This design comes from an exercise in tuning for small area and a short achievable clock period on the open sky130 flow, not from production work.
Only simulation tests tie the RTL to the original design; equivalence was not proved.
Power figures rest on the tool's default switching activity, not on a simulated workload.

==> flow/design.v (excerpt) <==
module prog_delay_line #(
  parameter  int WIDTH = 8,
  parameter  int DEPTH = 256,
  localparam int AW    = $clog2(DEPTH)
) (
  input  logic             clk,
  input  logic             rst,
  input  logic             shift_enable,
  input  logic [WIDTH-1:0] data_in,
  input  logic             cfg_load,
  input  logic [AW:0]      delay_cfg,
  input  logic             flush,
  output logic [WIDTH-1:0] data_out,
  output logic             out_valid,
  output logic [AW:0]      cur_delay
);
Size: ~2600 cells after synthesis, about 2100 flip-flops, roughly 40 I/O pins.
export LEC_CHECK = 0
export CAP_MARGIN = 20
export CORE_MARGIN = 2
export CORE_UTILIZATION = 40
export CTS_CLUSTER_DIAMETER = 100
export CTS_CLUSTER_SIZE = 30
export SETUP_SLACK_MARGIN = 3.8
export SLEW_MARGIN = 20
create_clock -name core_clock -period 6.0 [get_ports {clk}]
run.sh (not shown) runs the stock make flow with config.mk's settings and CLKGATE_MAP_FILE= SYNTH_SCRIPT=/design/flow/synth_recipe.tcl, a recipe that flattens the netlist after the stock synthesis.
The starting point passed the timing, DRC and antenna checks.
Edit:
- SETUP_SLACK_MARGIN: 3.8 -> 3.62
=>
- cell count came out lower by about 0.4%
- power is about the same
- die area stays the same
- non-clock buffer count came out lower by 17
- count of clock-buffer cells in the layout came out lower by 8
- routed wire length came out lower by 2.5%

========
prog_delay_line, a different RTL version from the one above (not shown whole).
For scale: ~40 I/O pins, about 66000 um^2 of cells after synthesis.
clock: 6.0 ns
lec_check: 0
cap_margin: 20
core_margin: 2
core_utilization: 55
cts_cluster_diameter: 100
cts_cluster_size: 30
place_density: 0.75
setup_slack_margin: 3.7
slew_margin: 20
Rerun with:
--- a/flow/config.mk
+++ b/flow/config.mk
@@ -8,8 +8,8 @@
 export CAP_MARGIN = 20
 export CORE_MARGIN = 2
-export CORE_UTILIZATION = 55
+export CORE_UTILIZATION = 50
 export CTS_CLUSTER_DIAMETER = 100
 export CTS_CLUSTER_SIZE = 30
-export PLACE_DENSITY = 0.75
-export SETUP_SLACK_MARGIN = 3.7
+export PLACE_DENSITY = 0.7
+export SETUP_SLACK_MARGIN = 3.78
 export SLEW_MARGIN = 20
Final area rises by 0.79%.
Wire length falls by about 0.43%.
Utilization falls by 4.9 points.
Fmax hardly moves.
Synthesized cell count is unchanged.
Flip-flop and latch count does not change.
Area after synthesis is unchanged.
Worst setup slack gets worse by 0.0044 ns.
Cell count rises by about 4%.
Clock skew barely changes.
Rerun with:
--- a/flow/config.mk
+++ b/flow/config.mk
@@ -12,4 +12,4 @@
 export CTS_CLUSTER_SIZE = 30
 export PLACE_DENSITY = 0.7
-export SETUP_SLACK_MARGIN = 3.78
+export SETUP_SLACK_MARGIN = 3.7
 export SLEW_MARGIN = 20
=> The new run completed without violations; register-to-register slack is worse by 0.08 ns; count of clock-buffer cells in the layout goes down by 2; final area goes down slightly; power goes down slightly; global-route usage goes down by 0.39 points; wire length goes down by a few percent; die area does not change; via count goes down slightly; non-clock buffer count goes down by 26; synthesized cell count is unchanged.

========
The RTL this note starts from:
==> flow/design.v <==
module prog_delay_line #(
  parameter  int WIDTH = 8,
  parameter  int DEPTH = 256,
  localparam int AW    = $clog2(DEPTH)
) (
  input  logic             clk,
  input  logic             rst,
  input  logic             shift_enable,
  input  logic [WIDTH-1:0] data_in,
  input  logic             cfg_load,
  input  logic [AW:0]      delay_cfg,
  input  logic             flush,
  output logic [WIDTH-1:0] data_out,
  output logic             out_valid,
  output logic [AW:0]      cur_delay
);
  localparam int G  = 16;           
  logic [WIDTH-1:0] chain [DEPTH-1];
  logic [AW:0]      cur_delay_q;       
  logic [AW-1:0]    dm1_q, dm1_d;      
  logic [AW-1:0]    fill_q, fill_d;    
  logic [WIDTH-1:0] data_out_q, data_out_d;
  logic             out_valid_q, out_valid_d;
  logic [WIDTH-1:0] data_out_n;
  logic             out_valid_n;
  logic [AW:0]      cfg_clamped;
  logic [3:0]       ins_row;
  logic             restart;
  logic             cfg_is_1;
  logic             cur_is_1;
  logic             hit;
  logic             d_is_1;
  logic [WIDTH-1:0] rd_data;
  always_comb begin
    cfg_clamped = delay_cfg;
    if (delay_cfg == '0) begin
      cfg_clamped = (AW+1)'(1);
    end else if (delay_cfg > (AW+1)'(DEPTH)) begin
      cfg_clamped = (AW+1)'(DEPTH);
    end
  end
  always_comb begin
    if (delay_cfg[AW])            dm1_d = '1;
    else if (delay_cfg == '0)     dm1_d = '0;
    else                          dm1_d = delay_cfg[AW-1:0] - AW'(1);
    if (!cfg_load)                dm1_d = dm1_q;
  end
  assign ins_row = ~dm1_q[AW-1:4];
  assign rd_data = chain[DEPTH - 1 - G + int'(dm1_q[3:0])];
  assign restart  = cfg_load | flush;
  assign cfg_is_1 = (delay_cfg[AW:1] == '0);
  assign cur_is_1 = (dm1_q == '0);
  assign d_is_1   = cfg_load ? cfg_is_1 : cur_is_1;
  assign hit      = restart ? d_is_1 : (fill_q >= dm1_q);
  always_comb begin
    fill_d      = restart ? '0 : fill_q;
    data_out_d  = ~data_out_n;
    out_valid_d = ~out_valid_n;
    if (restart) begin
      data_out_d  = '0;
      out_valid_d = 1'b0;
    end
    if (shift_enable) begin
      fill_d = (fill_d == '1) ? fill_d : fill_d + AW'(1);
      if (hit) begin
        out_valid_d = 1'b1;
        data_out_d  = d_is_1 ? data_in : rd_data;
      end else begin
        out_valid_d = 1'b0;
        data_out_d  = '0;
      end
    end
  end
  always_ff @(posedge clk) begin
    if (rst) begin
      fill_q      <= '0;
      dm1_q       <= AW'(DEPTH - 1);
      cur_delay_q <= (AW+1)'(DEPTH);
      data_out_q  <= '0;
      out_valid_q <= 1'b0;
      data_out_n  <= '1;
      out_valid_n <= 1'b1;
    end else begin
      fill_q      <= fill_d;
      dm1_q       <= dm1_d;
      cur_delay_q <= cfg_load ? cfg_clamped : cur_delay_q;
      data_out_q  <= data_out_d;
      out_valid_q <= out_valid_d;
      data_out_n  <= ~data_out_d;
      out_valid_n <= ~out_valid_d;
    end
  end
  always_ff @(posedge clk) begin
    if (shift_enable) begin
      chain[0] <= data_in;
      for (int s = 1; s < DEPTH-1; s++) begin
        if (s % G == 0 && (cfg_load || ins_row == 4'(s / G))) chain[s] <= data_in;
        else                                                  chain[s] <= chain[s-1];
      end
    end
  end
  assign data_out  = data_out_q;
  assign out_valid = out_valid_q;
  assign cur_delay = cur_delay_q;
endmodule
make LEC_CHECK=0 CAP_MARGIN=20 CORE_MARGIN=2 CORE_UTILIZATION=50 CTS_CLUSTER_DIAMETER=100 CTS_CLUSTER_SIZE=30 SETUP_SLACK_MARGIN=3.7 SLEW_MARGIN=20 finish   # period 6.0 ns
The first run ran to the end with no violations.
==> next run, changes <==
- CORE_UTILIZATION: 50 -> 40
The new run ran to the end with no violations.
Power shrinks slightly.
Setup slack gets worse by 0.045 ns.
Via count came out higher slightly.
Register-to-register slack got worse by 0.04 ns.
Design area climbs slightly.
Routed wire length fell slightly.
Die area increases by a quarter to a third.
Count of clock-buffer cells in the layout went down by 8.
Fmax went down slightly.

separate check: timing with driven ports:
The results above use ideal ports. As a check the final layouts listed here were re-extracted and re-timed, cells and wires unchanged.
Step 1: set_driving_cell puts a clkbuf_16 on clk and a buf_2 on each other input, an assumption about the parent block.
Step 2 also shifts input and output timing later by t, the mid clock arrival at the registers, as if the neighbouring blocks saw the same clock.
Slacks: no drivers / after step 1 / after step 2; pairs: no drivers / after step 1.
run	t (ns)	setup slack, ns	worst setup path after step 2	worst data-port slew with drivers (ns)
the first run of note 1	0.766	3.596 / 3.519 / 2.892	input to register	0.30
the second run of note 1	0.774	3.594 / 3.522 / 2.782	input to register	0.19
the first run of note 2	0.747	3.621 / 3.551 / 2.844	input to register	0.30
the second run of note 2	0.738	3.616 / 3.547 / 2.859	input to register	0.21
the third run of note 2	0.756	3.634 / 3.562 / 2.947	input to register	0.21
the first run of note 3	0.753	3.630 / 3.562 / 2.867	input to register	0.19
the second run of note 3	0.786	3.586 / 3.505 / 2.817	input to register	0.25
After both steps setup and hold are still met in every run listed. For the second run of note 1, which loses most, drivers alone change the setup slack by -0.072 ns; drivers and shift together by -0.812 ns.
